What follows belongs to an exercise in optimizing a design on an open flow for small area; a production flow would make more cautious choices. Only simulation tests tie the RTL to the original design; equivalence was not proved. Power is estimated from default activity; no workload was simulated.

==> inputs of branch violet <==
## freecell_top
module freecell_top (
    input  logic       clock,
    input  logic       arst_n,
    input  logic       cfg_write,
    input  logic [2:0] cfg_cells,
    input  logic       cfg_empty_any,
    input  logic       deal_valid,
    input  logic [2:0] deal_col,
    input  logic [5:0] deal_card,
    input  logic       move_valid,
    input  logic [3:0] move_src,
    input  logic [3:0] move_dst,
    input  logic [3:0] view_loc,
    output logic       move_done,
    output logic       move_ok,
    output logic       win,
    output logic [5:0] view_card,
    output logic [15:0] accepted_count,
    output logic [15:0] rejected_count
);
Settings: LEC_CHECK=0, ABC_AREA=1, CAP_MARGIN=5, CORE_MARGIN=2, CORE_UTILIZATION=70, GPL_TIMING_DRIVEN=0, PLACE_DENSITY=0.8, SETUP_SLACK_MARGIN=0.3, SLEW_MARGIN=5; clock period 10.0 ns.
standard.sh (not shown) runs the stock make flow with config.mk's settings and CLKGATE_MAP_FILE= SYNTH_SCRIPT=/design/flow/synth_recipe.tcl, a recipe that flattens the netlist after the stock synthesis.
==> flow/flow/run.sh <==
#!/bin/bash
# The standard layout flow (standard.sh) with three changes:
#  - synthesis: the standard script (synth_recipe.tcl) unchanged except that
#    ABC maps with an area-oriented script (flow/area.abc); registers and
#    their names are the standard synthesis's
#  - clock tree: larger sink clusters with clkbuf_8 and no dummy loads
#  - port buffers: the smallest buffer cell instead of the default
# ORFS writes each step's full log under orfs/logs; the output of the make
# run and of this script goes to flow.log.
set -euo pipefail
W=$PWD
sed "s#SYNTH_SCRIPT=[^ ]*#SYNTH_SCRIPT=$W/flow/area_synth.tcl#" standard.sh > area_standard.sh
grep -q "SYNTH_SCRIPT=$W/flow/area_synth.tcl" area_standard.sh
export MY_ABC_SCRIPT=$W/flow/area.abc
export CTS_ARGS="-sink_clustering_enable -repair_clock_nets -dont_use_dummy_load -buf_list sky130_fd_sc_hd__clkbuf_8 -sink_clustering_size 16 -sink_clustering_max_diameter 50"
export BUFFER_PORTS_ARGS="-buffer_cell sky130_fd_sc_hd__buf_1"
bash area_standard.sh > flow.log 2>&1
==> flow/flow/area.abc <==
strash
dc2
&get -n
&st
&dch -f
&nf -R 1000
&put
topo
dnsize -c
==> flow/flow/area_synth.tcl <==
proc synth {args} { yosys synth -nofsm -noshare {*}$args }
proc abc {args} {
  set i [lsearch -exact $args -script]
  if { $i >= 0 && [info exists ::env(MY_ABC_SCRIPT)] } { lset args [expr {$i + 1}] $::env(MY_ABC_SCRIPT) }
  yosys abc {*}$args
}
source $::env(SCRIPTS_DIR)/synth.tcl
# left out here: clear keep_hierarchy, flatten, clean up, hide names made inside functions, write 1_2_yosys.v
==> branch sierra (differences from branch violet) <==
--- a/flow/design.v
+++ b/flow/design.v
@@ -42,15 +42,15 @@
     logic [3:0]  home [4];
     logic [1:0]  lim;          
     logic        any;
     logic        m1, m2, ex, d1;
     logic [3:0]  src_q, dst_q;
     logic        cfgok_q;
     logic [5:0]  SC;
-    logic        p_need, q_need;
+    logic        p_need, q_need, w_need, r_need;
     logic [5:0]  H;
     logic [4:0]  H_wp;         
     logic [2:0]  H_col;
     logic        H_valid, H_wait;
     logic [3:0]  msel;
     logic [5:0]  mcard;
     assign msel = m1 ? src_q : ((m2 || d1) ? dst_q : view_loc);
@@ -79,44 +79,35 @@
     assign x_fit   = dep_x != 5'd20;
     assign x_ne    = dep_x != 5'd0;
     assign posX    = {1'b0, dep_x} + {1'b0, ph};
     assign xhit    = wp_hit(posX);
     assign xalign  = |xhit;
     assign ralign  = (posX == 6'd2) || (posX == 6'd21) || (posX == 6'd12) || (posX == 6'd31);
     assign rtap    = (posX == 6'd12) || (posX == 6'd31);
-    logic       to_home;
-    logic [3:0] r_lo, r_hi;
-    logic       rank_step;
-    assign to_home   = dst_q[3:2] == 2'b11;
-    assign r_lo      = to_home ? mcard[3:0] : SC[3:0];
-    assign r_hi      = to_home ? SC[3:0] : mcard[3:0];
-    assign rank_step = 4'(r_lo + 4'd1) == r_hi;
     logic legal;
     always_comb begin
         legal = 1'b0;
         if (!win && src_q[3:2] != 2'b11 && SC[3:0] != 4'd0 && src_q != dst_q) begin
             if (dst_q[3:2] == 2'b10)
                 legal = (mcard[3:0] == 4'd0) && cfgok_q;
-            else if (to_home)
-                legal = (SC[5:4] == dst_q[1:0]) && rank_step;
+            else if (dst_q[3:2] == 2'b11)
+                legal = (SC[5:4] == dst_q[1:0]) && (SC[3:0] == 4'(mcard[3:0] + 4'd1));
             else if (mcard[3:0] != 4'd0)
-                legal = (red(SC[5:4]) != red(mcard[5:4])) && rank_step && x_fit;
+                legal = (red(SC[5:4]) != red(mcard[5:4]))
+                     && (4'(SC[3:0] + 4'd1) == mcard[3:0]) && x_fit;
             else
                 legal = cfgok_q || (SC[3:0] == 4'd13);
         end
     end
     logic wn2;                  
-    logic w_need, r_need;
     logic p_fire, q_fire;
     logic dir_act;
     logic [5:0] tapbus, TB;
     logic [47:0] tap0v, tap10v;
-    assign w_need  = !dst_q[3] && x_ne;
-    assign r_need  = !src_q[3] && (dep_x >= 5'd2);
-    assign wn2     = w_need;
+    assign wn2     = !dst_q[3] && (mcard[3:0] != 4'd0);
     assign p_fire  = (m2 && legal && (!wn2 || xalign))
                   || (ex && p_need && (!w_need || xalign));
     assign q_fire  = ex && !p_need && q_need && (!r_need || ralign);
     assign dir_act = ((deal_valid || d1) && x_fit && x_ne)
                   || (m2 && legal && wn2)
                   || (ex && p_need && w_need);
     assign tapbus = rtap ? tap10v[6*src_q[2:0] +: 6] : tap0v[6*src_q[2:0] +: 6];
@@ -233,14 +224,18 @@
             cfgok_q <= move_dst[3] ? (move_dst[1:0] <= lim) : any;
         end else if (deal_valid)
             dst_q <= {1'b0, deal_col};
         if (deal_valid)
             SC <= deal_card;
         else if (m1)
             SC <= mcard;
+        if (m1)
+            r_need <= !src_q[3] && (dep_x >= 5'd2);
+        if (m2)
+            w_need <= wn2;
         if (d1) begin
             H      <= mcard;
             H_col  <= dst_q[2:0];
             H_wait <= hit1 == 5'd0;
             H_wp   <= (hit1 != 5'd0) ? hit1 : hit2;
         end else
             H_wait <= 1'b0;
Settings changed: CAP_MARGIN 5 to 20, CORE_UTILIZATION 70 to 40, GPL_TIMING_DRIVEN 0 to unset, PLACE_DENSITY 0.8 to unset, SETUP_SLACK_MARGIN 0.3 to unset, SLEW_MARGIN 5 to 20.
==> branch delta (differences from branch violet) <==
--- a/flow/design.v
+++ b/flow/design.v
@@ -42,15 +42,15 @@
     logic [3:0]  home [4];
     logic [1:0]  lim;          
     logic        any;
     logic        m1, m2, ex, d1;
     logic [3:0]  src_q, dst_q;
     logic        cfgok_q;
     logic [5:0]  SC;
-    logic        p_need, q_need;
+    logic        p_need, q_need, w_need, r_need;
     logic [5:0]  H;
     logic [4:0]  H_wp;         
     logic [2:0]  H_col;
     logic        H_valid, H_wait;
     logic [3:0]  msel;
     logic [5:0]  mcard;
     assign msel = m1 ? src_q : ((m2 || d1) ? dst_q : view_loc);
@@ -79,44 +79,35 @@
     assign x_fit   = dep_x != 5'd20;
     assign x_ne    = dep_x != 5'd0;
     assign posX    = {1'b0, dep_x} + {1'b0, ph};
     assign xhit    = wp_hit(posX);
     assign xalign  = |xhit;
     assign ralign  = (posX == 6'd2) || (posX == 6'd21) || (posX == 6'd12) || (posX == 6'd31);
     assign rtap    = (posX == 6'd12) || (posX == 6'd31);
-    logic       to_home;
-    logic [3:0] r_lo, r_hi;
-    logic       rank_step;
-    assign to_home   = dst_q[3:2] == 2'b11;
-    assign r_lo      = to_home ? mcard[3:0] : SC[3:0];
-    assign r_hi      = to_home ? SC[3:0] : mcard[3:0];
-    assign rank_step = 4'(r_lo + 4'd1) == r_hi;
     logic legal;
     always_comb begin
         legal = 1'b0;
         if (!win && src_q[3:2] != 2'b11 && SC[3:0] != 4'd0 && src_q != dst_q) begin
             if (dst_q[3:2] == 2'b10)
                 legal = (mcard[3:0] == 4'd0) && cfgok_q;
-            else if (to_home)
-                legal = (SC[5:4] == dst_q[1:0]) && rank_step;
+            else if (dst_q[3:2] == 2'b11)
+                legal = (SC[5:4] == dst_q[1:0]) && (SC[3:0] == 4'(mcard[3:0] + 4'd1));
             else if (mcard[3:0] != 4'd0)
-                legal = (red(SC[5:4]) != red(mcard[5:4])) && rank_step && x_fit;
+                legal = (red(SC[5:4]) != red(mcard[5:4]))
+                     && (4'(SC[3:0] + 4'd1) == mcard[3:0]) && x_fit;
             else
                 legal = cfgok_q || (SC[3:0] == 4'd13);
         end
     end
     logic wn2;                  
-    logic w_need, r_need;
     logic p_fire, q_fire;
     logic dir_act;
     logic [5:0] tapbus, TB;
     logic [47:0] tap0v, tap10v;
-    assign w_need  = !dst_q[3] && x_ne;
-    assign r_need  = !src_q[3] && (dep_x >= 5'd2);
-    assign wn2     = w_need;
+    assign wn2     = !dst_q[3] && (mcard[3:0] != 4'd0);
     assign p_fire  = (m2 && legal && (!wn2 || xalign))
                   || (ex && p_need && (!w_need || xalign));
     assign q_fire  = ex && !p_need && q_need && (!r_need || ralign);
     assign dir_act = ((deal_valid || d1) && x_fit && x_ne)
                   || (m2 && legal && wn2)
                   || (ex && p_need && w_need);
     assign tapbus = rtap ? tap10v[6*src_q[2:0] +: 6] : tap0v[6*src_q[2:0] +: 6];
@@ -233,14 +224,18 @@
             cfgok_q <= move_dst[3] ? (move_dst[1:0] <= lim) : any;
         end else if (deal_valid)
             dst_q <= {1'b0, deal_col};
         if (deal_valid)
             SC <= deal_card;
         else if (m1)
             SC <= mcard;
+        if (m1)
+            r_need <= !src_q[3] && (dep_x >= 5'd2);
+        if (m2)
+            w_need <= wn2;
         if (d1) begin
             H      <= mcard;
             H_col  <= dst_q[2:0];
             H_wait <= hit1 == 5'd0;
             H_wp   <= (hit1 != 5'd0) ? hit1 : hit2;
         end else
             H_wait <= 1'b0;
==> flow/run.sh (new file) <==
#!/bin/bash
# synth_recipe.tcl (not shown) runs the flow's synth.tcl, then flattens the netlist and writes it again
# the make line also repeats each setting of config.mk as NAME=value (left out here)
make -C /OpenROAD-flow-scripts/flow DESIGN_CONFIG=/design/flow/config.mk WORK_HOME=/design/flow/orfs CLKGATE_MAP_FILE= SYNTH_SCRIPT=/design/flow/synth_recipe.tcl finish
Settings changed: CAP_MARGIN 5 to 20, CORE_UTILIZATION 70 to 40, CTS_BUF_LIST set to sky130_fd_sc_hd__clkbuf_4, GPL_TIMING_DRIVEN 0 to unset, PLACE_DENSITY 0.8 to unset, SETUP_SLACK_MARGIN 0.3 to unset, SLEW_MARGIN 5 to 20.
removed: flow/flow/run.sh
removed: flow/flow/area.abc
removed: flow/flow/area_synth.tcl
removed: flow/standard.sh
==> qor summary <==
| quantity | branch violet | branch delta | branch sierra |
|---|---|---|---|
| Run status | finished clean | finished clean | finished clean |
| Global-route wire length before repair | 109000 um | 140000 um | 118000 um |
| Fillers | 2780 | 8362 | 7306 |
| Mean cell area of the mapped netlist | 12.7 sq um | 10.4 sq um | 12.5 sq um |
| Met2 routed wirelength | 32300 um | 40900 um | 35900 um |
| Fraction of final layout cells sized beyond drive strength 1 | 0.0420 | 0.151 | 0.0587 |
| Multi-input combinational cell area | 7810 sq um | 10300 sq um | 7880 sq um |
| Core region area | 44500 sq um | 87000 sq um | 78900 sq um |
| Number of DRC markers after the initial detailed-route iteration | 2068 | 2047 | 1731 |
| Power per unit of standard cell area | 314 nW/um^2 | 320 nW/um^2 | 312 nW/um^2 |
| DRT Wirelength | 70900 um | 92100 um | 77900 um |
| Slowest cell delay on critical path | 0.77 ns | 0.66 ns | 0.70 ns |
| Detailed-routed wire length on met3 | 5600 um | 6980 um | 5090 um |
| Worst slew pin tran | 1.22 ns | 1.19 ns | 1.16 ns |

-- static timing again, ports no longer ideal --
No port has a modelled driver above. Below, the same layouts with a new extraction and two added sets of constraints. Step 1: set_driving_cell puts a clkbuf_16 on clock and a buf_2 on each other input, an assumption about the parent block. Step 2 also shifts input and output timing later by t, the mid clock arrival at the registers, as if the neighbouring blocks saw the same clock. Slacks: ideal / step 1 / step 2; pairs: ideal / step 1.
| run | t (ns) | setup WS [ns] | hold WS [ns] | latest minus earliest clock arrival (ns) | cell pins on the clock port's net |
|---|---|---|---|---|---|
| branch violet | 0.714 | 0.858 / 0.896 / 0.182 | 0.278 / 0.278 / 0.278 | 0.097 / 0.098 | 1 |
| branch sierra | 0.750 | 1.835 / 1.880 / 1.130 | 0.265 / 0.265 / 0.265 | 0.112 / 0.112 | 1 |
| branch delta | 1.158 | 2.257 / 2.297 / 1.139 | 0.278 / 0.278 / 0.278 | 0.110 / 0.111 | 1 |
After both steps setup and hold are still met in every run listed. For branch delta, which loses most, drivers alone change the setup slack by +0.040 ns; drivers and shift together by -1.118 ns.
